Background: an optimization exercise with open tools, aiming at small area, a short achievable clock period and few clock cycles per item. Do not read the settings as production practice.
Where RTL was checked, it was by simulation tests only, not by an equivalence proof against the original.
The RTL of run 4 was laid out without a check of its function.
Power is estimated from default activity; no workload was simulated.

==> flow/design.v (outline; a module is shown in full before it is edited, if it fits) <==
// module mac_csa: 1761 lines
// module mac_fin: 176 lines
// module mac_ci: 76 lines
module mac_ci (
    input  logic        clk,
    input  logic        reset,
    input  logic        clk_en,
    input  logic        start,
    input  logic [2:0]  n,
    input  logic [31:0] dataa,
    input  logic [31:0] datab,
    output logic [31:0] result,
    output logic        done
);
  // ...
==> flow/flow/run.sh <==
#!/bin/bash
# Standard synthesis, then an inverter clean-up around the full-adder cells (fixinv.py),
# then the standard layout from the cleaned netlist.
set -euo pipefail
R=orfs/results/sky130hd/mac_ci/base
bash standard.sh synth > synth_std.log 2>&1
cp $R/1_2_yosys.v $R/1_2_yosys_std.v
python3 flow/fixinv.py $R/1_2_yosys_std.v $R/1_2_yosys.v > fixinv.log 2>&1
rm -f $R/1_synth.odb $R/1_synth.sdc
bash standard.sh "BUFFER_PORTS_ARGS=-buffer_cell sky130_fd_sc_hd__buf_2" finish > finish.log 2>&1
==> flow/flow/fixinv.py <==
#!/usr/bin/env python3
"""Polarity clean-up of a mapped sky130 netlist (written by yosys write_verilog -noattr).

A full adder is self-dual: fa(~a, ~b, ~c) = (~cout, ~sum). Yosys's extract_fa often picks
the inverted form of an adder and leaves inverters between adder cells. This script
chooses, for each fa cell, whether to use it in inverted form so that as few signals as
possible need an inverted copy, then removes every inverter and inserts one inverter per
signal that some sink needs inverted. The logic function of every output and register
input is unchanged; registers are untouched.

usage: fixinv.py IN.v OUT.v
"""
import re, sys, collections

src = open(sys.argv[1]).read()
lines = src.split('\n')

INV = re.compile(r'sky130_fd_sc_hd__(inv|clkinv)_\d+$')
FA = re.compile(r'sky130_fd_sc_hd__fa_\d+$')
OUTPINS = {'X', 'Y', 'Q', 'Q_N', 'SUM', 'COUT', 'HI', 'LO'}

# ---- parse module body into cells
head_re = re.compile(r'^\s*(sky130_fd_sc_hd__\w+)\s+(\\\S+|\S+)\s*\($')
pin_re = re.compile(r'^\s*\.(\w+)\((.*)\),?$')
cells = []          # [type, name, [(pin, net)], first_line, last_line]
i = 0
while i < len(lines):
    m = head_re.match(lines[i])
    if m:
        typ, name = m.group(1), m.group(2)
        pins = []
        j = i + 1
        while not lines[j].strip().startswith(');'):
            pm = pin_re.match(lines[j])
            assert pm, lines[j]
            nm = pm.group(2).strip()
            pins.append((pm.group(1), nm + ' ' if nm.startswith('\\') else nm))
            j += 1
        cells.append([typ, name, pins, i, j])
        i = j + 1
    else:
        i += 1

def is_out(typ, pin):
    return pin in OUTPINS

driver = {}                      # net -> (cell index, pin)
sinks = collections.defaultdict(list)   # net -> [(cell index, pin)]
for ci, (typ, name, pins, a, b) in enumerate(cells):
    for p, n in pins:
        if is_out(typ, p):
            driver[n] = (ci, p)
        else:
            sinks[n].append((ci, p))

inv_cells = {ci for ci, c in enumerate(cells) if INV.match(c[0])}
fa_cells = [ci for ci, c in enumerate(cells) if FA.match(c[0])]
XOR = re.compile(r'sky130_fd_sc_hd__x(n?)or2_(\d+)$')
xor_cells = [ci for ci, c in enumerate(cells) if XOR.match(c[0])]

def pin_net(ci, pin):
    for p, n in cells[ci][2]:
        if p == pin:
            return n
    raise KeyError

# root of a net through inverter chains: (root net, parity)
def root(n):
    par = 0
    while n in driver and driver[n][0] in inv_cells:
        n = pin_net(driver[n][0], 'A')
        par ^= 1
    return n, par

# every non-inverter sink pin: (cell, pin) -> (root, parity)
need = {}                        # (ci, pin) -> (root, parity)
for ci, c in enumerate(cells):
    if ci in inv_cells:
        continue
    for p, n in c[2]:
        if not is_out(c[0], p):
            need[(ci, p)] = root(n)
# module outputs driven through inverters: handled by keeping sinks list of port nets
port_out = set()
for l in lines:
    m = re.match(r'^\s*output\s+(\[[^\]]*\]\s*)?(\S+);', l)
    if m:
        port_out.add(m.group(2))
# nets that are ports (names); an inverter driving a port net must be kept as a sink
def base(n):
    return n.split('[')[0].lstrip('\\').strip()
port_sinks = []                  # (net driven by inverter that is an output port bit)
for ci in inv_cells:
    y = pin_net(ci, 'Y')
    if base(y) in port_out:
        port_sinks.append((y, root(y)))
assert not port_sinks, "inverter drives an output port; not handled"

fa_set = set(fa_cells) | set(xor_cells)
flip = {ci: 0 for ci in fa_set}
root_sinks = collections.defaultdict(list)   # root -> [(ci, pin, parity)]
for (ci, p), (r, par) in need.items():
    root_sinks[r].append((ci, p, par))

fa_in_set = set(fa_cells)
def drv_flip(r):
    d = driver.get(r)
    if d and d[0] in fa_set:
        return flip[d[0]]
    return 0

def root_cost(r):
    fd = drv_flip(r)
    for ci, p, par in root_sinks[r]:
        x = flip[ci] if ci in fa_in_set else 0
        if par ^ x ^ fd:
            return 1
    return 0

def fa_roots(ci):
    rs = set()
    for p, n in cells[ci][2]:
        if is_out(cells[ci][0], p):
            rs.add(n)
        elif ci in fa_in_set:
            rs.add(need[(ci, p)][0])
    return rs

before = sum(root_cost(r) for r in root_sinks)
improved = True
passes = 0
import random, math
rnd = random.Random(1)
nodes = sorted(fa_set)
roots_of = {ci: list(fa_roots(ci)) for ci in nodes}
cur = before
best = cur; best_flip = dict(flip)
T = 2.0
steps = 400000
for s in range(steps):
    T = 2.0 * (1 - s / steps) + 0.01
    ci = nodes[rnd.randrange(len(nodes))]
    rs = roots_of[ci]
    c0 = sum(root_cost(r) for r in rs)
    flip[ci] ^= 1
    c1 = sum(root_cost(r) for r in rs)
    d = c1 - c0
    if d <= 0 or rnd.random() < math.exp(-d / T):
        cur += d
        if cur < best:
            best = cur; best_flip = dict(flip)
    else:
        flip[ci] ^= 1
flip = best_flip
passes = steps
after = sum(root_cost(r) for r in root_sinks)

# ---- rewrite
inv_of = {}
new_cells = []
k = 0
def inv_net(r):
    global k
    if r not in inv_of:
        k += 1
        nn = f"_pfx{k}_"
        inv_of[r] = nn
        new_cells.append(f"  sky130_fd_sc_hd__inv_1 _pfxinv{k}_ (\n    .A({r}),\n    .Y({nn})\n  );")
    return inv_of[r]

newpin = {}
for (ci, p), (r, par) in need.items():
    x = flip[ci] if ci in fa_in_set else 0
    if par ^ x ^ drv_flip(r):
        newpin[(ci, p)] = inv_net(r)
    else:
        newpin[(ci, p)] = r

out = list(lines)
for ci in xor_cells:
    if flip[ci]:
        typ = cells[ci][0]
        m = XOR.match(typ)
        nt = f"sky130_fd_sc_hd__x{'' if m.group(1) else 'n'}or2_{m.group(2)}"
        a = cells[ci][3]
        out[a] = out[a].replace(typ, nt, 1)
        for li in range(a + 1, cells[ci][4]):
            pm = pin_re.match(lines[li])
            if pm.group(1) in ('X', 'Y'):
                comma = ',' if lines[li].rstrip().endswith(',') else ''
                nm = pm.group(2).strip()
                nm = nm + ' ' if nm.startswith('\\') else nm
                out[li] = f"    .{'Y' if m.group(1) == '' else 'X'}({nm}){comma}"

drop = set()
for ci in inv_cells:
    for l in range(cells[ci][3], cells[ci][4] + 1):
        drop.add(l)
for ci, (typ, name, pins, a, b) in enumerate(cells):
    if ci in inv_cells:
        continue
    for li in range(a + 1, b):
        pm = pin_re.match(lines[li])
        p = pm.group(1)
        if (ci, p) in newpin:
            comma = ',' if lines[li].rstrip().endswith(',') else ''
            out[li] = f"    .{p}({newpin[(ci, p)]}){comma}"
# declare new wires and add cells before endmodule
res = []
for li, l in enumerate(out):
    if li in drop:
        continue
    if l.strip() == 'endmodule':
        res.extend(new_cells)
    res.append(l)
# wire declarations right after the module header's port list (first 'wire' line)
for idx, l in enumerate(res):
    if re.match(r'^\s*wire\s', l):
        res[idx:idx] = [f"  wire _pfx{j}_;" for j in range(1, k + 1)]
        break
open(sys.argv[2], 'w').write('\n'.join(res))
print(f"fixinv: {len(inv_cells)} inverters before, {k} after "
      f"(root cost {before} -> {after}, {sum(flip.values())} of {len(fa_cells)} adders flipped, {passes} passes)")

if len(sys.argv) > 3:
    st = collections.Counter()
    for r, nn in inv_of.items():
        d = driver.get(r)
        dt = cells[d[0]][0].replace('sky130_fd_sc_hd__', '') + '.' + d[1] if d else 'port'
        sk = set()
        for ci, p, par in root_sinks[r]:
            x = flip[ci] if ci in fa_in_set else 0
            if par ^ x ^ drv_flip(r):
                sk.add(cells[ci][0].replace('sky130_fd_sc_hd__', ''))
        st[(dt, tuple(sorted(sk)))] += 1
    for kk, v in st.most_common(30):
        print(v, kk)
==> flow/standard.sh <==
#!/bin/bash
# synth_recipe.tcl (not shown) runs the flow's synth.tcl, then flattens the netlist and writes it again
# the make line also repeats each setting of config.mk as NAME=value (left out here)
make -C /OpenROAD-flow-scripts/flow DESIGN_CONFIG=/design/flow/config.mk WORK_HOME=/design/flow/orfs CLKGATE_MAP_FILE= SYNTH_SCRIPT=/design/flow/synth_recipe.tcl "${@:-finish}"
==> flow/config.mk <==
export PLATFORM = sky130hd
export DESIGN_NAME = mac_ci
export DESIGN_NICKNAME = mac_ci
export VERILOG_FILES = /design/flow/design.v
export SDC_FILE = /design/flow/constraint.sdc
export NUM_CORES = 4
export LEC_CHECK = 0
export ABC_AREA = 1
export CAP_MARGIN = 20
export CORE_MARGIN = 2
export CORE_UTILIZATION = 40
export CTS_BUF_LIST = sky130_fd_sc_hd__clkbuf_8
export CTS_CLUSTER_SIZE = 30
export SETUP_SLACK_MARGIN = 4.4
export SLEW_MARGIN = 20
==> flow/constraint.sdc <==
create_clock -name core_clock -period 10.0 [get_ports {clk}]
set_input_delay 2.0000 -clock core_clock [delete_from_list [all_inputs] [get_ports {clk}]]
set_output_delay 2.0000 -clock core_clock [all_outputs]
set_load 0.01 [all_outputs]
==> run summary, run 1 <==
switch share=53.7%; multi-input logic area=26100 um^2; vias in the first global route=29300; clock buf count=51; FF-to-FF End=acc_q[53]; DRC=0; clk sinks=218; Clock Tree Root=clkbuf_8; dpl ws=2.97 ns; Crit-path slowest cell=fa_2; number of nets in the layout=4364; Placed Area=33100 um^2; Met1 Wirelength=49500 um; wire per inst=28.0 um; clock-pin transition on the worst setup and hold timing paths=0.05 ns; GR Layer Usage met3=9.86%; antenna-violating nets left=0; status=no timing/DRC/antenna violations; largest net degree at the start of global routing=71; Regs by FF count=cut_q (148), acc_q (64); fin cells=4771; Iter 0 DRT Violations=3556; Die ar.=81600 um^2; cts bufs inserted=43; crit path cell chain=fa_2 -> ha_4 -> nand2_4 -> inv_2 -> a21oi_2 -> nand2_1 -> nand2_1 -> nand2_1 -> nand2_1 -> nand2_2 -> a21oi_4 -> buf_6 -> clkinvlp_4 -> buf_8 -> buf_12 -> nand3_4 -> nand3_2 -> buf_6; CP Data Arrival Time=3.69 ns; commonest non-fill, non-tap cell in the layout=o22ai_1; slack of the critical path=4.31 ns; Final min period=5.69 ns; Crit Reg-Reg Startpoint=cut_q[91]; Max stage delay on crit path=0.69 ns; crit path launch type=flip-flop; Power Internal=6.41 mW; total core area=78700 um^2; Multi-input comb cells=2860; final hold violations=0
Testbench counts, summed over its fixed seeds: cycles 9,658, ops 4,829.
==> inputs of run 2 (changes only) <==
--- a/flow/config.mk
+++ b/flow/config.mk
@@ -11,4 +11,2 @@
 export CORE_UTILIZATION = 40
-export CTS_BUF_LIST = sky130_fd_sc_hd__clkbuf_8
-export CTS_CLUSTER_SIZE = 30
 export SETUP_SLACK_MARGIN = 4.4
==> run summary, run 2 <==
final core utilization=46.2%; Clock Skew=0.0213 ns; Mean Syn Cell Area=8.63 um^2; Fin Setup TNS=0 ns; hold-fix buffers at CTS=0; first-pass iteration count of the detailed router=6; Flop pwr share=10.7%; antenna-violating nets left=0 (unchanged); commonest non-fill, non-tap cell in the layout=o22ai_1; Final min period=5.66 ns (-0.0392 ns); status=no timing/DRC/antenna violations; Leakage=15.4 nW; Slew Limit Fails=0; chip width=286 um; Clock Latency Late Sink=0.60 ns; Initial Util=40.3%; Slew headroom=17.6%; Die Ht=286 um; FF/Latch Area=4420 um^2; I/O Buffers=103; Via density=6.12; Req. time, crit path=8.00 ns; # setup viols final=0; H-tree depth=1; number of nets in the layout=4357 (-0.16%); Hold EP=cut_q[147]; hold wc startpoint=acc_q[63]; placer congestion estimate=1.03; Largest register FFs=148; switch share=53.3% (-0.35 points); FF-to-FF End=acc_q[53]; Ports=104; clock-pin transition on the worst setup and hold timing paths=0.06 ns (about the same); Syn Std Cell Area=31700 um^2; TritonCTS clock tree=built; Clock power frac=8.0%; Syn Nets=4353; final hold violations=0 (unchanged); Finished Cell Area=36400 um^2; highest fanout seen on the critical path=8; PD cells=393 nW/um^2; global-route wire length before repair=194000 um; slack of the critical path=4.34 ns (+0.0392 ns); initial antenna violation count=2; DP HPWL=92600 um; Iter 0 DRT Violations=3718 (+4.6%); Power Internal=6.68 mW (+4.1%); wire per inst=28.0 um (about the same); Ys Warns=1; gr usage total=32.0%; multi-input logic area=26300 um^2 (+0.88%); vias in the first global route=29000 (-0.84%); dpl ws=2.97 ns (unchanged); worst vdd ir=0.230 mV; Worst-Margin Slew=1.24 ns; switching power=7.62 mW; Overflow after GRT=0; reg-to-reg setup timing slack=6.20 ns; Comb power frac=81.3%; RSZ-0062 raised after global routing=yes; drt total wl=133000 um; Syn Inst Count=3679; CP Capture Type=output pin; crit path kind=reg -> out; crit path launch type=flip-flop; max-capacitance violation count=0; CP Data Arrival Time=3.66 ns (-0.03 ns); share of layout cells above drive strength 1=16.7%; final worst path period share=56.6%; Top reg by flops=cut_q; Power Total=14.3 mW; Regs by FF count=cut_q (148), acc_q (64); worst hold path type=reg -> reg; Clock Tree Root=clkbuf_16; most frequent cells in the layout=o22ai_1, fa_1, nand2_1; R2R depth=14; synth-to-layout area growth=14.6%; cts bufs inserted=29 (-33%); total core area=78700 um^2 (unchanged); Placed Area=33100 um^2 (unchanged); # fillers=7493; via count=29100; Cell Rows=103; Crit Reg-Reg Startpoint=cut_q[96]; CTS max path bufs=3; fmax=177 MHz; clk sinks=218 (unchanged); DRC=0 (unchanged); hold depth=1; Die ar.=81600 um^2 (unchanged); number of antenna diodes=0; largest net degree at the start of global routing=71 (unchanged)
==> run 2: cell types whose count changed in the layout (fill, tap and decap cells not counted), sizes merged <==
cell / change
clkbuf: -12
buf: +3
bufinv: +1
inv: -4
diode: -3
==> run 2: worst max-delay path, cell delays in order (launching register included) <==
cell       delay (ns)
dfxtp_2          0.32
fa_2             0.55
ha_4             0.38
nand2_4          0.08
nor2_4           0.13
inv_2            0.07
nor2_4           0.13
nand2_2          0.09
nor3_4           0.23
a21oi_4          0.11
buf_6            0.13
buf_6            0.11
nand3_4          0.13
clkbuf_16        0.22
nand3_4          0.09
nand3_4          0.16
buf_6            0.11
==> run 2: worst max path at each step <==
stage                    from    endpoint  slack (ns)
detailed placement   datab[7]   cut_q[90]        2.97
finish              cut_q[93]  result[18]        4.34
global route        cut_q[79]   result[5]        4.27
global placement     datab[7]   cut_q[90]        3.03
floorplan           datab[13]  cut_q[109]        4.38
CTS                 cut_q[81]  result[21]        4.34
==> run 2: timing repair <==
action,in CTS,in global routing
pin swaps,31,89
gates resized for setup,147,191
setup buffers,41,26
endpoints found under the setup margin,129,84
cloned,7,2
==> run 2: through the flow <==
stage,hold slack [ns],cells
2_1_floorplan,0.363,3679
3_3_place_gp,0.408,4626
3_5_place_dp,0.407,4626
4_1_cts,0.420,4728
5_1_grt,0.459,4756
6_report,0.413,4756
==> run 2: metal layers <==
layer	share of wire, %	global-route usage [%]	routed length, um	up-vias
met5	0.0098	0	13	-
met4	7.3	18.1	9750	2
met3	12	9.39	16400	533
met2	43	48.7	57300	2034
met1	37	40.6	49500	14300
li1	-	-	-	12200
==> run 2: final cells by class <==
class	instances	share of cell area [%]
inverters	315	3.30
flip-flops and latches	218	12.1
well taps	1050	3.61
multi-input cells	2860	72.3
repair buffers	259	5.85
clock inverters	19	0.695
clock buffers	35	2.14
==> run 2: power by group through the flow <==
stage | Clock (mW) | Combinational [mW] | Sequential (mW)
global route | 1.18 | 12.7 | 1.55
finish | 1.14 | 11.6 | 1.53
detailed placement | 0 | 9.68 | 1.53
global placement | 0 | 9.52 | 1.52
CTS | 1.15 | 10.6 | 1.52
floorplan | 0 | 6.61 | 1.45
==> inputs of run 3 (changes only) <==
--- a/flow/config.mk
+++ b/flow/config.mk
@@ -10,3 +10,4 @@
 export CORE_MARGIN = 2
-export CORE_UTILIZATION = 40
+export CORE_UTILIZATION = 60
+export PLACE_DENSITY = 0.75
 export SETUP_SLACK_MARGIN = 4.4
==> run summary, run 3 <==
status=no timing/DRC/antenna violations; Iter 0 DRT Violations=4660 (+25%); RSZ-0062 raised after global routing=yes; fmax=177 MHz (about the same); worst hold path type=reg -> reg; Final min period=5.66 ns (+0.00251 ns); number of nets in the layout=4351 (-0.14%); Die Ht=234 um (-18%); Max stage delay on crit path=0.66 ns (+0.11 ns); CP most frequent cell=nand2_1; delay-heaviest family, CP=adder cells; Initial Util=60.5% (+20 points); # fillers=4228 (-44%); final worst path period share=56.6% (about the same); initial antenna violation count=2 (unchanged); Syn Std Cell Area=31700 um^2 (unchanged); largest net degree at the start of global routing=70 (-1.4%); Top reg by flops=cut_q; H-tree depth=1 (unchanged); Leakage=15.4 nW (-0.44%); antenna-violating nets left=0 (unchanged); FF/Latch Area=4420 um^2 (unchanged); placer congestion estimate=1.05 (+2.5%); crit path launch type=flip-flop; Ys Warns=1 (unchanged); Syn Inst Count=3679 (unchanged); Slew headroom=22.2% (+4.6 points); crit path kind=reg -> out; crit path cell chain=fa_2 -> ha_4 -> a21oi_4 -> nand2_2 -> nand2_1 -> nand2_2 -> nand2_1 -> nand2_1 -> nand2_1 -> nand2_1 -> a21oi_4 -> buf_12 -> buf_12 -> nand3_4 -> clkbuf_16 -> nand3_2 -> nand3_2 -> buf_6; total core area=52400 um^2 (-33%); PD cells=394 nW/um^2 (+0.28%); CTS max path bufs=3 (unchanged); Largest register FFs=148 (unchanged); Cell Rows=84 (-18%); synth-to-layout area growth=12.2%; first-pass iteration count of the detailed router=13 (+7); met1 Usage GRT=56.8% (+16 points); Via density=6.83 (+12%); Syn Nets=4353 (unchanged); commonest non-fill, non-tap cell in the layout=o22ai_1; final core utilization=67.9% (+22 points); Fin Setup TNS=0 ns (unchanged); global-route wire length before repair=188000 um (-3.0%); clk sinks=218 (unchanged); Placed Area=32700 um^2 (-1.3%); CP Buf/Inv Count=4 (-1); TritonCTS clock tree=built; # setup viols final=0 (unchanged); Clock Skew=0.0260 ns (+0.00464 ns); Hold WS=0.450 ns (+0.0374 ns); met2 Resource Use GR=67.6% (+19 points); clock-pin transition on the worst setup and hold timing paths=0.06 ns (about the same); share of layout cells above drive strength 1=16.2% (-0.56 points); Regs by FF count=cut_q (148), acc_q (64); DRC=0 (unchanged); Finished Cell Area=35600 um^2 (-2.1%); vias in the first global route=29900 (+3.2%); Die ar.=54800 um^2 (-33%); CP Capture Type=output pin; Clock Tree Root=clkbuf_16; I/O Buffers=103 (unchanged); Req. time, crit path=8.00 ns (about the same); Slew Limit Fails=0 (unchanged); GR Layer Usage met3=21.0% (+12 points); cts bufs inserted=25 (-14%); CP Data Arrival Time=3.66 ns (about the same); via count=29900 (+2.7%); chip width=234 um (-18%); wire per inst=29.4 um (+5.0%); DP HPWL=87300 um (-5.7%); Ports=104 (unchanged); Mean Syn Cell Area=8.63 um^2 (unchanged); gr usage total=46.7% (+15 points); Overflow after GRT=0 (unchanged); GR peak layer=met2; Crit-path slowest cell=fa_2; highest fanout seen on the critical path=5 (-3); most frequent cells in the layout=o22ai_1, fa_1, nand2_1; hold-fix buffers at CTS=0 (unchanged); Power Total=14.0 mW (-1.8%); number of antenna diodes=0 (unchanged); Clock Latency Late Sink=0.57 ns (-0.03 ns); max-capacitance violation count=0 (unchanged); worst vdd ir=0.272 mV (+18%); Worst-Margin Slew=1.17 ns (-0.0703 ns); multi-input logic area=26000 um^2 (-0.98%); drt total wl=129000 um (-3.3%); final hold violations=0 (unchanged)
-- run 3: final timing paths --
| path | end | from | slack [ns] | depth (start not counted) |
|---|---|---|---|---|
| setup / recovery | result[5] | cut_q[83] | 4.34 | 18 |
| hold / removal | cut_q[147] | acc_q[63] | 0.45 | 1 |
| setup reg to reg | acc_q[22] | cut_q[93] | 6.21 | 19 |
| hold reg to reg | cut_q[147] | acc_q[63] | 0.45 | 1 |
-- run 3: routing by layer --
metal	routed length (um)	part of all wire (%)
met5	0	0
met4	10700	8.3
met3	20800	16
met2	53000	41
met1	44200	34
-- run 3: where the power goes --
part           internal [mW]  switching (mW)  total (mW)
Sequential              1.34           0.202        1.54
Combinational           4.57            6.91        11.5
Clock                  0.614           0.405        1.02
Total                   6.52            7.52        14.0
-- run 3: area by class of cell --
class,count,share of cell area (%)
multi-input cells,2858,73.1
flip-flops and latches,218,12.4
repair buffers,258,6.23
inverters,315,3.41
well taps,688,2.42
clock buffers,34,1.96
clock inverters,9,0.485
repair inverters,1,0.0211
-- run 3: what timing repair did --
action / CTS / global route
setup buffers: 33 / 26
gates cloned: 6 / 3
gates resized for setup: 124 / 187
setup endpoints to repair: 130 / 88
pin swaps: 21 / 61
-- run 3: metrics by stage --
stage	cells	worst slack (ns)
global placement	4269	3.08
CTS	4351	4.41
global route	4381	4.30
floorplan	3679	4.38
finish	4381	4.34
detailed placement	4269	3.00
==> module mac_ci, before the edit <==
module mac_ci (
    input  logic        clk,
    input  logic        reset,
    input  logic        clk_en,
    input  logic        start,
    input  logic [2:0]  n,
    input  logic [31:0] dataa,
    input  logic [31:0] datab,
    output logic [31:0] result,
    output logic        done
);
    logic [ACC_W-1:0] acc_q;
    logic             sat_q;
    logic [NCUT-1:0]  cut_q;          
    logic             pend_q;         
    logic             done_q;
    logic             sel_lo_q, sel_hi_q, sel_st_q;
    logic [NCUT-1:0]  cut_d;
    logic [ACC_W:0]   x, y;
    logic [ACC_W:0]   sum;
    logic             ovf;
    logic [ACC_W-1:0] acc_sat;
    mac_csa u_csa (
        .a   (dataa),
        .b   (datab),
        .acc (acc_q),
        .cut (cut_d)
    );
    mac_fin u_fin (
        .cut (cut_q),
        .x   (x),
        .y   (y)
    );
    always_comb begin
        sum     = x + y;
        ovf     = sum[ACC_W] ^ sum[ACC_W-1];
        acc_sat = ovf ? {sum[ACC_W], {(ACC_W-1){~sum[ACC_W]}}} : sum[ACC_W-1:0];
    end
    always_ff @(posedge clk) begin
        cut_q <= cut_d;
    end
    always_ff @(posedge clk) begin
        if (reset) begin
            acc_q  <= '0;
            sat_q  <= 1'b0;
            pend_q <= 1'b0;
            done_q <= 1'b0;
        end else begin
            pend_q <= start && (n == OP_MAC);
            done_q <= start || (done_q && !clk_en);
            if (start && (n == OP_CLR)) begin
                acc_q <= '0;
                sat_q <= 1'b0;
            end else if (pend_q) begin
                acc_q <= acc_sat;
                sat_q <= sat_q | ovf;
            end
        end
    end
    always_ff @(posedge clk) begin
        if (start) begin
            sel_lo_q <= (n == OP_MAC) || (n == OP_RDLO);
            sel_hi_q <= (n == OP_RDHI);
            sel_st_q <= (n == OP_RDSTAT);
        end
    end
    always_comb begin
        if (pend_q)
            result = acc_sat[31:0];
        else
            result = ({32{sel_lo_q}} & acc_q[31:0])
                   | ({32{sel_hi_q}} & acc_q[ACC_W-1:32])
                   | {31'b0, sel_st_q & sat_q};
    end
    assign done = done_q;
endmodule
==> inputs of run 4 (changes only) <==
--- a/flow/design.v
+++ b/flow/design.v
@@ -1946,2 +1946,509 @@
 endmodule
+module mac_add (
+    input  logic [64:0] x,
+    input  logic [64:0] y,
+    output logic [64:0] sum
+);
+    wire t1 = x[0] ^ y[0];
+    wire t2 = x[1] ^ y[1];
+    wire t3 = x[2] ^ y[2];
+    wire t4 = x[3] ^ y[3];
+    wire t5 = x[4] ^ y[4];
+    wire t6 = x[5] ^ y[5];
+    wire t7 = x[6] ^ y[6];
+    wire t8 = x[7] ^ y[7];
+    wire t9 = x[8] ^ y[8];
+    wire t10 = x[9] ^ y[9];
+    wire t11 = x[10] ^ y[10];
+    wire t12 = x[11] ^ y[11];
+    wire t13 = x[12] ^ y[12];
+    wire t14 = x[13] ^ y[13];
+    wire t15 = x[14] ^ y[14];
+    wire t16 = x[15] ^ y[15];
+    wire t17 = x[16] ^ y[16];
+    wire t18 = x[17] ^ y[17];
+    wire t19 = x[18] ^ y[18];
+    wire t20 = x[19] ^ y[19];
+    wire t21 = x[20] ^ y[20];
+    wire t22 = x[21] ^ y[21];
+    wire t23 = x[22] ^ y[22];
+    wire t24 = x[23] ^ y[23];
+    wire t25 = x[24] ^ y[24];
+    wire t26 = x[25] ^ y[25];
+    wire t27 = x[26] ^ y[26];
+    wire t28 = x[27] ^ y[27];
+    wire t29 = x[28] ^ y[28];
+    wire t30 = x[29] ^ y[29];
+    wire t31 = x[30] ^ y[30];
+    wire t32 = x[31] ^ y[31];
+    wire t33 = x[32] ^ y[32];
+    wire t34 = x[33] ^ y[33];
+    wire t35 = x[34] ^ y[34];
+    wire t36 = x[35] ^ y[35];
+    wire t37 = x[36] ^ y[36];
+    wire t38 = x[37] ^ y[37];
+    wire t39 = x[38] ^ y[38];
+    wire t40 = x[39] ^ y[39];
+    wire t41 = x[40] ^ y[40];
+    wire t42 = x[41] ^ y[41];
+    wire t43 = x[42] ^ y[42];
+    wire t44 = x[43] ^ y[43];
+    wire t45 = x[44] ^ y[44];
+    wire t46 = x[45] ^ y[45];
+    wire t47 = x[46] ^ y[46];
+    wire t48 = x[47] ^ y[47];
+    wire t49 = x[48] ^ y[48];
+    wire t50 = x[49] ^ y[49];
+    wire t51 = x[50] ^ y[50];
+    wire t52 = x[51] ^ y[51];
+    wire t53 = x[52] ^ y[52];
+    wire t54 = x[53] ^ y[53];
+    wire t55 = x[54] ^ y[54];
+    wire t56 = x[55] ^ y[55];
+    wire t57 = x[56] ^ y[56];
+    wire t58 = x[57] ^ y[57];
+    wire t59 = x[58] ^ y[58];
+    wire t60 = x[59] ^ y[59];
+    wire t61 = x[60] ^ y[60];
+    wire t62 = x[61] ^ y[61];
+    wire t63 = x[62] ^ y[62];
+    wire t64 = x[63] ^ y[63];
+    wire t65 = x[64] ^ y[64];
+    wire t66 = x[0] & y[0];
+    wire t67 = x[1] & y[1];
+    wire t68 = x[2] & y[2];
+    wire t69 = x[3] & y[3];
+    wire t70 = x[4] & y[4];
+    wire t71 = x[5] & y[5];
+    wire t72 = x[6] & y[6];
+    wire t73 = x[7] & y[7];
+    wire t74 = x[8] & y[8];
+    wire t75 = x[9] & y[9];
+    wire t76 = x[10] & y[10];
+    wire t77 = x[11] & y[11];
+    wire t78 = x[12] & y[12];
+    wire t79 = x[13] & y[13];
+    wire t80 = x[14] & y[14];
+    wire t81 = x[15] & y[15];
+    wire t82 = x[16] & y[16];
+    wire t83 = x[17] & y[17];
+    wire t84 = x[18] & y[18];
+    wire t85 = x[19] & y[19];
+    wire t86 = x[20] & y[20];
+    wire t87 = x[21] & y[21];
+    wire t88 = x[22] & y[22];
+    wire t89 = x[23] & y[23];
+    wire t90 = x[24] & y[24];
+    wire t91 = x[25] & y[25];
+    wire t92 = x[26] & y[26];
+    wire t93 = x[27] & y[27];
+    wire t94 = x[28] & y[28];
+    wire t95 = x[29] & y[29];
+    wire t96 = x[30] & y[30];
+    wire t97 = x[31] & y[31];
+    wire t98 = x[32] & y[32];
+    wire t99 = x[33] & y[33];
+    wire t100 = x[34] & y[34];
+    wire t101 = x[35] & y[35];
+    wire t102 = x[36] & y[36];
+    wire t103 = x[37] & y[37];
+    wire t104 = x[38] & y[38];
+    wire t105 = x[39] & y[39];
+    wire t106 = x[40] & y[40];
+    wire t107 = x[41] & y[41];
+    wire t108 = x[42] & y[42];
+    wire t109 = x[43] & y[43];
+    wire t110 = x[44] & y[44];
+    wire t111 = x[45] & y[45];
+    wire t112 = x[46] & y[46];
+    wire t113 = x[47] & y[47];
+    wire t114 = x[48] & y[48];
+    wire t115 = x[49] & y[49];
+    wire t116 = x[50] & y[50];
+    wire t117 = x[51] & y[51];
+    wire t118 = x[52] & y[52];
+    wire t119 = x[53] & y[53];
+    wire t120 = x[54] & y[54];
+    wire t121 = x[55] & y[55];
+    wire t122 = x[56] & y[56];
+    wire t123 = x[57] & y[57];
+    wire t124 = x[58] & y[58];
+    wire t125 = x[59] & y[59];
+    wire t126 = x[60] & y[60];
+    wire t127 = x[61] & y[61];
+    wire t128 = x[62] & y[62];
+    wire t129 = x[63] & y[63];
+    wire t130 = x[64] & y[64];
+    wire t131 = t67 | (t2 & t66);
+    wire t132 = t2 & t1;
+    wire t133 = t69 | (t4 & t68);
+    wire t134 = t4 & t3;
+    wire t135 = t71 | (t6 & t70);
+    wire t136 = t6 & t5;
+    wire t137 = t73 | (t8 & t72);
+    wire t138 = t8 & t7;
+    wire t139 = t75 | (t10 & t74);
+    wire t140 = t10 & t9;
+    wire t141 = t77 | (t12 & t76);
+    wire t142 = t12 & t11;
+    wire t143 = t79 | (t14 & t78);
+    wire t144 = t14 & t13;
+    wire t145 = t81 | (t16 & t80);
+    wire t146 = t16 & t15;
+    wire t147 = t83 | (t18 & t82);
+    wire t148 = t18 & t17;
+    wire t149 = t85 | (t20 & t84);
+    wire t150 = t20 & t19;
+    wire t151 = t87 | (t22 & t86);
+    wire t152 = t22 & t21;
+    wire t153 = t89 | (t24 & t88);
+    wire t154 = t24 & t23;
+    wire t155 = t91 | (t26 & t90);
+    wire t156 = t26 & t25;
+    wire t157 = t93 | (t28 & t92);
+    wire t158 = t28 & t27;
+    wire t159 = t95 | (t30 & t94);
+    wire t160 = t30 & t29;
+    wire t161 = t97 | (t32 & t96);
+    wire t162 = t32 & t31;
+    wire t163 = t99 | (t34 & t98);
+    wire t164 = t34 & t33;
+    wire t165 = t101 | (t36 & t100);
+    wire t166 = t36 & t35;
+    wire t167 = t103 | (t38 & t102);
+    wire t168 = t38 & t37;
+    wire t169 = t105 | (t40 & t104);
+    wire t170 = t40 & t39;
+    wire t171 = t107 | (t42 & t106);
+    wire t172 = t42 & t41;
+    wire t173 = t109 | (t44 & t108);
+    wire t174 = t44 & t43;
+    wire t175 = t111 | (t46 & t110);
+    wire t176 = t46 & t45;
+    wire t177 = t113 | (t48 & t112);
+    wire t178 = t48 & t47;
+    wire t179 = t115 | (t50 & t114);
+    wire t180 = t50 & t49;
+    wire t181 = t117 | (t52 & t116);
+    wire t182 = t52 & t51;
+    wire t183 = t119 | (t54 & t118);
+    wire t184 = t54 & t53;
+    wire t185 = t121 | (t56 & t120);
+    wire t186 = t56 & t55;
+    wire t187 = t123 | (t58 & t122);
+    wire t188 = t58 & t57;
+    wire t189 = t125 | (t60 & t124);
+    wire t190 = t60 & t59;
+    wire t191 = t127 | (t62 & t126);
+    wire t192 = t62 & t61;
+    wire t193 = t129 | (t64 & t128);
+    wire t194 = t64 & t63;
+    wire t195 = t133 | (t134 & t131);
+    wire t196 = t134 & t132;
+    wire t197 = t137 | (t138 & t135);
+    wire t198 = t138 & t136;
+    wire t199 = t141 | (t142 & t139);
+    wire t200 = t142 & t140;
+    wire t201 = t145 | (t146 & t143);
+    wire t202 = t146 & t144;
+    wire t203 = t149 | (t150 & t147);
+    wire t204 = t150 & t148;
+    wire t205 = t153 | (t154 & t151);
+    wire t206 = t154 & t152;
+    wire t207 = t157 | (t158 & t155);
+    wire t208 = t158 & t156;
+    wire t209 = t161 | (t162 & t159);
+    wire t210 = t162 & t160;
+    wire t211 = t165 | (t166 & t163);
+    wire t212 = t166 & t164;
+    wire t213 = t169 | (t170 & t167);
+    wire t214 = t170 & t168;
+    wire t215 = t173 | (t174 & t171);
+    wire t216 = t174 & t172;
+    wire t217 = t177 | (t178 & t175);
+    wire t218 = t178 & t176;
+    wire t219 = t181 | (t182 & t179);
+    wire t220 = t182 & t180;
+    wire t221 = t185 | (t186 & t183);
+    wire t222 = t186 & t184;
+    wire t223 = t189 | (t190 & t187);
+    wire t224 = t190 & t188;
+    wire t225 = t193 | (t194 & t191);
+    wire t226 = t194 & t192;
+    wire t227 = t197 | (t198 & t195);
+    wire t228 = t198 & t196;
+    wire t229 = t201 | (t202 & t199);
+    wire t230 = t202 & t200;
+    wire t231 = t205 | (t206 & t203);
+    wire t232 = t206 & t204;
+    wire t233 = t209 | (t210 & t207);
+    wire t234 = t210 & t208;
+    wire t235 = t213 | (t214 & t211);
+    wire t236 = t214 & t212;
+    wire t237 = t217 | (t218 & t215);
+    wire t238 = t218 & t216;
+    wire t239 = t221 | (t222 & t219);
+    wire t240 = t222 & t220;
+    wire t241 = t225 | (t226 & t223);
+    wire t242 = t226 & t224;
+    wire t243 = t229 | (t230 & t227);
+    wire t244 = t230 & t228;
+    wire t245 = t233 | (t234 & t231);
+    wire t246 = t234 & t232;
+    wire t247 = t237 | (t238 & t235);
+    wire t248 = t238 & t236;
+    wire t249 = t241 | (t242 & t239);
+    wire t250 = t242 & t240;
+    wire t251 = t245 | (t246 & t243);
+    wire t252 = t246 & t244;
+    wire t253 = t249 | (t250 & t247);
+    wire t254 = t250 & t248;
+    wire t255 = t253 | (t254 & t251);
+    wire t256 = t254 & t252;
+    wire t257 = t247 | (t248 & t251);
+    wire t258 = t248 & t252;
+    wire t259 = t231 | (t232 & t243);
+    wire t260 = t232 & t244;
+    wire t261 = t235 | (t236 & t251);
+    wire t262 = t236 & t252;
+    wire t263 = t239 | (t240 & t257);
+    wire t264 = t240 & t258;
+    wire t265 = t199 | (t200 & t227);
+    wire t266 = t200 & t228;
+    wire t267 = t203 | (t204 & t243);
+    wire t268 = t204 & t244;
+    wire t269 = t207 | (t208 & t259);
+    wire t270 = t208 & t260;
+    wire t271 = t211 | (t212 & t251);
+    wire t272 = t212 & t252;
+    wire t273 = t215 | (t216 & t261);
+    wire t274 = t216 & t262;
+    wire t275 = t219 | (t220 & t257);
+    wire t276 = t220 & t258;
+    wire t277 = t223 | (t224 & t263);
+    wire t278 = t224 & t264;
+    wire t279 = t135 | (t136 & t195);
+    wire t280 = t136 & t196;
+    wire t281 = t139 | (t140 & t227);
+    wire t282 = t140 & t228;
+    wire t283 = t143 | (t144 & t265);
+    wire t284 = t144 & t266;
+    wire t285 = t147 | (t148 & t243);
+    wire t286 = t148 & t244;
+    wire t287 = t151 | (t152 & t267);
+    wire t288 = t152 & t268;
+    wire t289 = t155 | (t156 & t259);
+    wire t290 = t156 & t260;
+    wire t291 = t159 | (t160 & t269);
+    wire t292 = t160 & t270;
+    wire t293 = t163 | (t164 & t251);
+    wire t294 = t164 & t252;
+    wire t295 = t167 | (t168 & t271);
+    wire t296 = t168 & t272;
+    wire t297 = t171 | (t172 & t261);
+    wire t298 = t172 & t262;
+    wire t299 = t175 | (t176 & t273);
+    wire t300 = t176 & t274;
+    wire t301 = t179 | (t180 & t257);
+    wire t302 = t180 & t258;
+    wire t303 = t183 | (t184 & t275);
+    wire t304 = t184 & t276;
+    wire t305 = t187 | (t188 & t263);
+    wire t306 = t188 & t264;
+    wire t307 = t191 | (t192 & t277);
+    wire t308 = t192 & t278;
+    wire t309 = t68 | (t3 & t131);
+    wire t310 = t3 & t132;
+    wire t311 = t70 | (t5 & t195);
+    wire t312 = t5 & t196;
+    wire t313 = t72 | (t7 & t279);
+    wire t314 = t7 & t280;
+    wire t315 = t74 | (t9 & t227);
+    wire t316 = t9 & t228;
+    wire t317 = t76 | (t11 & t281);
+    wire t318 = t11 & t282;
+    wire t319 = t78 | (t13 & t265);
+    wire t320 = t13 & t266;
+    wire t321 = t80 | (t15 & t283);
+    wire t322 = t15 & t284;
+    wire t323 = t82 | (t17 & t243);
+    wire t324 = t17 & t244;
+    wire t325 = t84 | (t19 & t285);
+    wire t326 = t19 & t286;
+    wire t327 = t86 | (t21 & t267);
+    wire t328 = t21 & t268;
+    wire t329 = t88 | (t23 & t287);
+    wire t330 = t23 & t288;
+    wire t331 = t90 | (t25 & t259);
+    wire t332 = t25 & t260;
+    wire t333 = t92 | (t27 & t289);
+    wire t334 = t27 & t290;
+    wire t335 = t94 | (t29 & t269);
+    wire t336 = t29 & t270;
+    wire t337 = t96 | (t31 & t291);
+    wire t338 = t31 & t292;
+    wire t339 = t98 | (t33 & t251);
+    wire t340 = t33 & t252;
+    wire t341 = t100 | (t35 & t293);
+    wire t342 = t35 & t294;
+    wire t343 = t102 | (t37 & t271);
+    wire t344 = t37 & t272;
+    wire t345 = t104 | (t39 & t295);
+    wire t346 = t39 & t296;
+    wire t347 = t106 | (t41 & t261);
+    wire t348 = t41 & t262;
+    wire t349 = t108 | (t43 & t297);
+    wire t350 = t43 & t298;
+    wire t351 = t110 | (t45 & t273);
+    wire t352 = t45 & t274;
+    wire t353 = t112 | (t47 & t299);
+    wire t354 = t47 & t300;
+    wire t355 = t114 | (t49 & t257);
+    wire t356 = t49 & t258;
+    wire t357 = t116 | (t51 & t301);
+    wire t358 = t51 & t302;
+    wire t359 = t118 | (t53 & t275);
+    wire t360 = t53 & t276;
+    wire t361 = t120 | (t55 & t303);
+    wire t362 = t55 & t304;
+    wire t363 = t122 | (t57 & t263);
+    wire t364 = t57 & t264;
+    wire t365 = t124 | (t59 & t305);
+    wire t366 = t59 & t306;
+    wire t367 = t126 | (t61 & t277);
+    wire t368 = t61 & t278;
+    wire t369 = t128 | (t63 & t307);
+    wire t370 = t63 & t308;
+    wire t371 = t130 | (t65 & t255);
+    wire t372 = t65 & t256;
+    wire t373 = t2 ^ t66;
+    wire t374 = t3 ^ t131;
+    wire t375 = t4 ^ t309;
+    wire t376 = t5 ^ t195;
+    wire t377 = t6 ^ t311;
+    wire t378 = t7 ^ t279;
+    wire t379 = t8 ^ t313;
+    wire t380 = t9 ^ t227;
+    wire t381 = t10 ^ t315;
+    wire t382 = t11 ^ t281;
+    wire t383 = t12 ^ t317;
+    wire t384 = t13 ^ t265;
+    wire t385 = t14 ^ t319;
+    wire t386 = t15 ^ t283;
+    wire t387 = t16 ^ t321;
+    wire t388 = t17 ^ t243;
+    wire t389 = t18 ^ t323;
+    wire t390 = t19 ^ t285;
+    wire t391 = t20 ^ t325;
+    wire t392 = t21 ^ t267;
+    wire t393 = t22 ^ t327;
+    wire t394 = t23 ^ t287;
+    wire t395 = t24 ^ t329;
+    wire t396 = t25 ^ t259;
+    wire t397 = t26 ^ t331;
+    wire t398 = t27 ^ t289;
+    wire t399 = t28 ^ t333;
+    wire t400 = t29 ^ t269;
+    wire t401 = t30 ^ t335;
+    wire t402 = t31 ^ t291;
+    wire t403 = t32 ^ t337;
+    wire t404 = t33 ^ t251;
+    wire t405 = t34 ^ t339;
+    wire t406 = t35 ^ t293;
+    wire t407 = t36 ^ t341;
+    wire t408 = t37 ^ t271;
+    wire t409 = t38 ^ t343;
+    wire t410 = t39 ^ t295;
+    wire t411 = t40 ^ t345;
+    wire t412 = t41 ^ t261;
+    wire t413 = t42 ^ t347;
+    wire t414 = t43 ^ t297;
+    wire t415 = t44 ^ t349;
+    wire t416 = t45 ^ t273;
+    wire t417 = t46 ^ t351;
+    wire t418 = t47 ^ t299;
+    wire t419 = t48 ^ t353;
+    wire t420 = t49 ^ t257;
+    wire t421 = t50 ^ t355;
+    wire t422 = t51 ^ t301;
+    wire t423 = t52 ^ t357;
+    wire t424 = t53 ^ t275;
+    wire t425 = t54 ^ t359;
+    wire t426 = t55 ^ t303;
+    wire t427 = t56 ^ t361;
+    wire t428 = t57 ^ t263;
+    wire t429 = t58 ^ t363;
+    wire t430 = t59 ^ t305;
+    wire t431 = t60 ^ t365;
+    wire t432 = t61 ^ t277;
+    wire t433 = t62 ^ t367;
+    wire t434 = t63 ^ t307;
+    wire t435 = t64 ^ t369;
+    wire t436 = t65 ^ t255;
+    assign sum[0] = t1;
+    assign sum[1] = t373;
+    assign sum[2] = t374;
+    assign sum[3] = t375;
+    assign sum[4] = t376;
+    assign sum[5] = t377;
+    assign sum[6] = t378;
+    assign sum[7] = t379;
+    assign sum[8] = t380;
+    assign sum[9] = t381;
+    assign sum[10] = t382;
+    assign sum[11] = t383;
+    assign sum[12] = t384;
+    assign sum[13] = t385;
+    assign sum[14] = t386;
+    assign sum[15] = t387;
+    assign sum[16] = t388;
+    assign sum[17] = t389;
+    assign sum[18] = t390;
+    assign sum[19] = t391;
+    assign sum[20] = t392;
+    assign sum[21] = t393;
+    assign sum[22] = t394;
+    assign sum[23] = t395;
+    assign sum[24] = t396;
+    assign sum[25] = t397;
+    assign sum[26] = t398;
+    assign sum[27] = t399;
+    assign sum[28] = t400;
+    assign sum[29] = t401;
+    assign sum[30] = t402;
+    assign sum[31] = t403;
+    assign sum[32] = t404;
+    assign sum[33] = t405;
+    assign sum[34] = t406;
+    assign sum[35] = t407;
+    assign sum[36] = t408;
+    assign sum[37] = t409;
+    assign sum[38] = t410;
+    assign sum[39] = t411;
+    assign sum[40] = t412;
+    assign sum[41] = t413;
+    assign sum[42] = t414;
+    assign sum[43] = t415;
+    assign sum[44] = t416;
+    assign sum[45] = t417;
+    assign sum[46] = t418;
+    assign sum[47] = t419;
+    assign sum[48] = t420;
+    assign sum[49] = t421;
+    assign sum[50] = t422;
+    assign sum[51] = t423;
+    assign sum[52] = t424;
+    assign sum[53] = t425;
+    assign sum[54] = t426;
+    assign sum[55] = t427;
+    assign sum[56] = t428;
+    assign sum[57] = t429;
+    assign sum[58] = t430;
+    assign sum[59] = t431;
+    assign sum[60] = t432;
+    assign sum[61] = t433;
+    assign sum[62] = t434;
+    assign sum[63] = t435;
+    assign sum[64] = t436;
+endmodule
 import mac_ci_pkg::*;
@@ -1980,4 +2487,8 @@
     );
+    mac_add u_add (
+        .x   (x),
+        .y   (y),
+        .sum (sum)
+    );
     always_comb begin
-        sum     = x + y;
         ovf     = sum[ACC_W] ^ sum[ACC_W-1];
--- a/flow/config.mk
+++ b/flow/config.mk
@@ -10,4 +10,3 @@
 export CORE_MARGIN = 2
-export CORE_UTILIZATION = 60
-export PLACE_DENSITY = 0.75
+export CORE_UTILIZATION = 40
 export SETUP_SLACK_MARGIN = 4.4
==> run summary, run 4 <==
hold-fix buffers at CTS=0 (unchanged); # setup viols final=0 (unchanged); Req. time, crit path=8.00 ns (about the same); DRC=0 (unchanged); placed cells=4000 (-6.3%); first-pass iteration count of the detailed router=9 (-4); worst vdd ir=0.264 mV (-2.9%); Clock Skew=0.0195 ns (-0.00648 ns); I/O Buffers=103 (unchanged); final hold violations=0 (unchanged); # fillers=6852 (+62%); Die Ht=275 um (+18%); Final min period=6.36 ns (+0.704 ns); final worst path period share=63.6% (+7.0 points); CTS max path bufs=3 (unchanged); Die ar.=75700 um^2 (+38%); Initial Util=40.4% (-20 points); synth-to-layout area growth=12.5%; crit path kind=reg -> out; clock-pin transition on the worst setup and hold timing paths=0.06 ns (about the same); Worst-Margin Slew=1.02 ns (-0.145 ns); Ports=104 (unchanged); antenna-violating nets left=0 (unchanged); Finished Cell Area=33100 um^2 (-7.1%); chip width=275 um (+18%); DP HPWL=78600 um (-10%); Cell Rows=99 (+18%); Ys Warns=1 (unchanged); clk sinks=218 (unchanged); H-tree depth=1 (unchanged); Iter 0 DRT Violations=3379 (-27%); Largest register FFs=148 (unchanged); Slew Limit Fails=0 (unchanged); CP Data Arrival Time=4.36 ns (+0.70 ns); Regs by FF count=cut_q (148), acc_q (64); PD cells=332 nW/um^2 (-16%); initial antenna violation count=2 (unchanged); Mean Syn Cell Area=9.34 um^2 (+8.3%); Placed Area=30700 um^2 (-6.1%); share of layout cells above drive strength 1=13.2% (-3.0 points); largest net degree at the start of global routing=59 (-16%); fmax=157 MHz (-11%); placer congestion estimate=0.937 (-11%); worst hold path type=reg -> reg; Slew headroom=31.9% (+9.7 points); CP Capture Type=output pin; number of antenna diodes=0 (unchanged); Syn Inst Count=3149 (-14%); most frequent cells in the layout=fa_1, o22ai_1, nand2_1; total core area=72800 um^2 (+39%); gr usage total=31.4% (-15 points); Clock Tree Root=clkbuf_16; crit path launch type=flip-flop; final core utilization=45.4% (-23 points); Fin Setup TNS=0 ns (unchanged); cts bufs inserted=28 (+12%); Top reg by flops=cut_q; max-capacitance violation count=0 (unchanged); TritonCTS clock tree=built; highest fanout seen on the critical path=18 (+13); Leakage=13.6 nW (-12%); Clock Latency Late Sink=0.58 ns (about the same); Overflow after GRT=0 (unchanged); Syn Std Cell Area=29400 um^2 (-7.3%); Syn Nets=3853 (-11%); FF/Latch Area=4400 um^2 (-0.34%); via count=25300 (-15%); vias in the first global route=25900 (-14%); fin cells=4093 (-6.6%); number of nets in the layout=3820 (-12%); status=no timing/DRC/antenna violations; Via density=6.18 (-9.5%); drt total wl=118000 um (-8.0%); global-route wire length before repair=174000 um (-7.5%); RSZ-0062 raised after global routing=yes; multi-input logic area=23600 um^2 (-9.1%); commonest non-fill, non-tap cell in the layout=fa_1; wire per inst=28.9 um (-1.6%)
==> run 4: power by group <==
part / total [mW] / internal (mW) / switching, mW / leakage [nW]
Sequential: 1.58 / 1.35 / 0.230 / 1.82
Clock: 1.10 / 0.683 / 0.419 / 0.486
Combinational: 8.29 / 3.61 / 4.68 / 11.3
==> run 4: final timing paths <==
kind / depth (start not counted) / startpoint / slack [ns] / endpoint
max reg2reg: 26 / cut_q[48] / 5.84 / sat_q
min: 1 / acc_q[63] / 0.39 / cut_q[147]
max: 25 / cut_q[48] / 3.64 / result[6]
min reg2reg: 1 / acc_q[63] / 0.39 / cut_q[147]
==> run 4: repair_timing <==
action | 4_1_cts | 5_1_grt
gates cloned | 8 | 1
setup endpoints to repair | 127 | 91
resized for setup | 108 | 103
buffers inserted | 24 | 11
pin swaps | 17 | 18
==> run 4: per-layer routing <==
layer  routed length [um]  vias up  GRT usage, %
li1                     -    10400             -
met1                44000    12400          40.6
met2                49400     2010          46.0
met3                15800      527          9.68
met4                 8840        6          18.7
met5                  252        -             0
==> run 4: through the flow <==
step / setup WS, ns / hold WS, ns / power [mW]
after floorplan: 4.41 / 0.363 / 6.74
after global placement: 3.10 / 0.378 / 8.93
after detailed placement: 3.08 / 0.377 / 9.07
after CTS: 3.63 / 0.390 / 10.5
after global routing: 3.51 / 0.401 / 12.0
final: 3.64 / 0.393 / 11.0
==> run 4: final cells by class <==
class,instances,area share (%)
multi-input cells,2403,71.5
flip-flops and latches,218,13.3
repair buffers,225,5.78
well taps,959,3.63
inverters,240,2.81
clock buffers,37,2.41
clock inverters,11,0.567
==> run 4: critical path: stages (launching register included) <==
cell and delay [ns]:
dfxtp_4 0.37, fa_1 0.49, ha_1 0.31, nand2_1 0.09, nor2_1 0.06, nand2_1 0.10
inv_1 0.06, a21oi_2 0.18, nand2_4 0.11, nand2_4 0.08, nand2_4 0.06, nand2_4 0.06
nand2_4 0.05, nand2_2 0.06, nand2_2 0.06, nand2_2 0.05, nand2_2 0.05, fa_2 0.38
xnor2_4 0.24, nand3_4 0.19, nand2_8 0.12, inv_1 0.07, buf_12 0.16, nand2_4 0.08
o211ai_1 0.11, buf_2 0.18

==> static timing again, ports no longer ideal <==
The results above use ideal ports. As a check the final layouts listed here were re-extracted and re-timed, cells and wires unchanged.
Step 1 (the two cells are an assumption about what drives the block):
set clk [get_ports {clk}]
set_driving_cell -lib_cell sky130_fd_sc_hd__clkbuf_16 $clk
set_driving_cell -lib_cell sky130_fd_sc_hd__buf_2 [delete_from_list [all_inputs] $clk]
Step 2 also shifts input and output timing later by t, the mid clock arrival at the registers, as if the neighbouring blocks saw the same clock.
Three values: ideal, step 1, step 2; two values: the first two.
run | shift t [ns] | slack for setup (ns) | worst slew at a driven data input, ns
run 1 | 0.692 | 4.306 / 4.239 / 3.668 | 0.11
run 2 | 0.651 | 4.345 / 4.279 / 3.831 | 0.11
run 3 | 0.625 | 4.342 / 4.277 / 3.861 | 0.05
run 4 | 0.625 | 3.639 / 3.579 / 3.839 | 0.06
After both steps setup and hold are still met in every run listed. For run 1, which loses most, drivers alone change the setup slack by -0.067 ns; drivers and shift together by -0.638 ns.
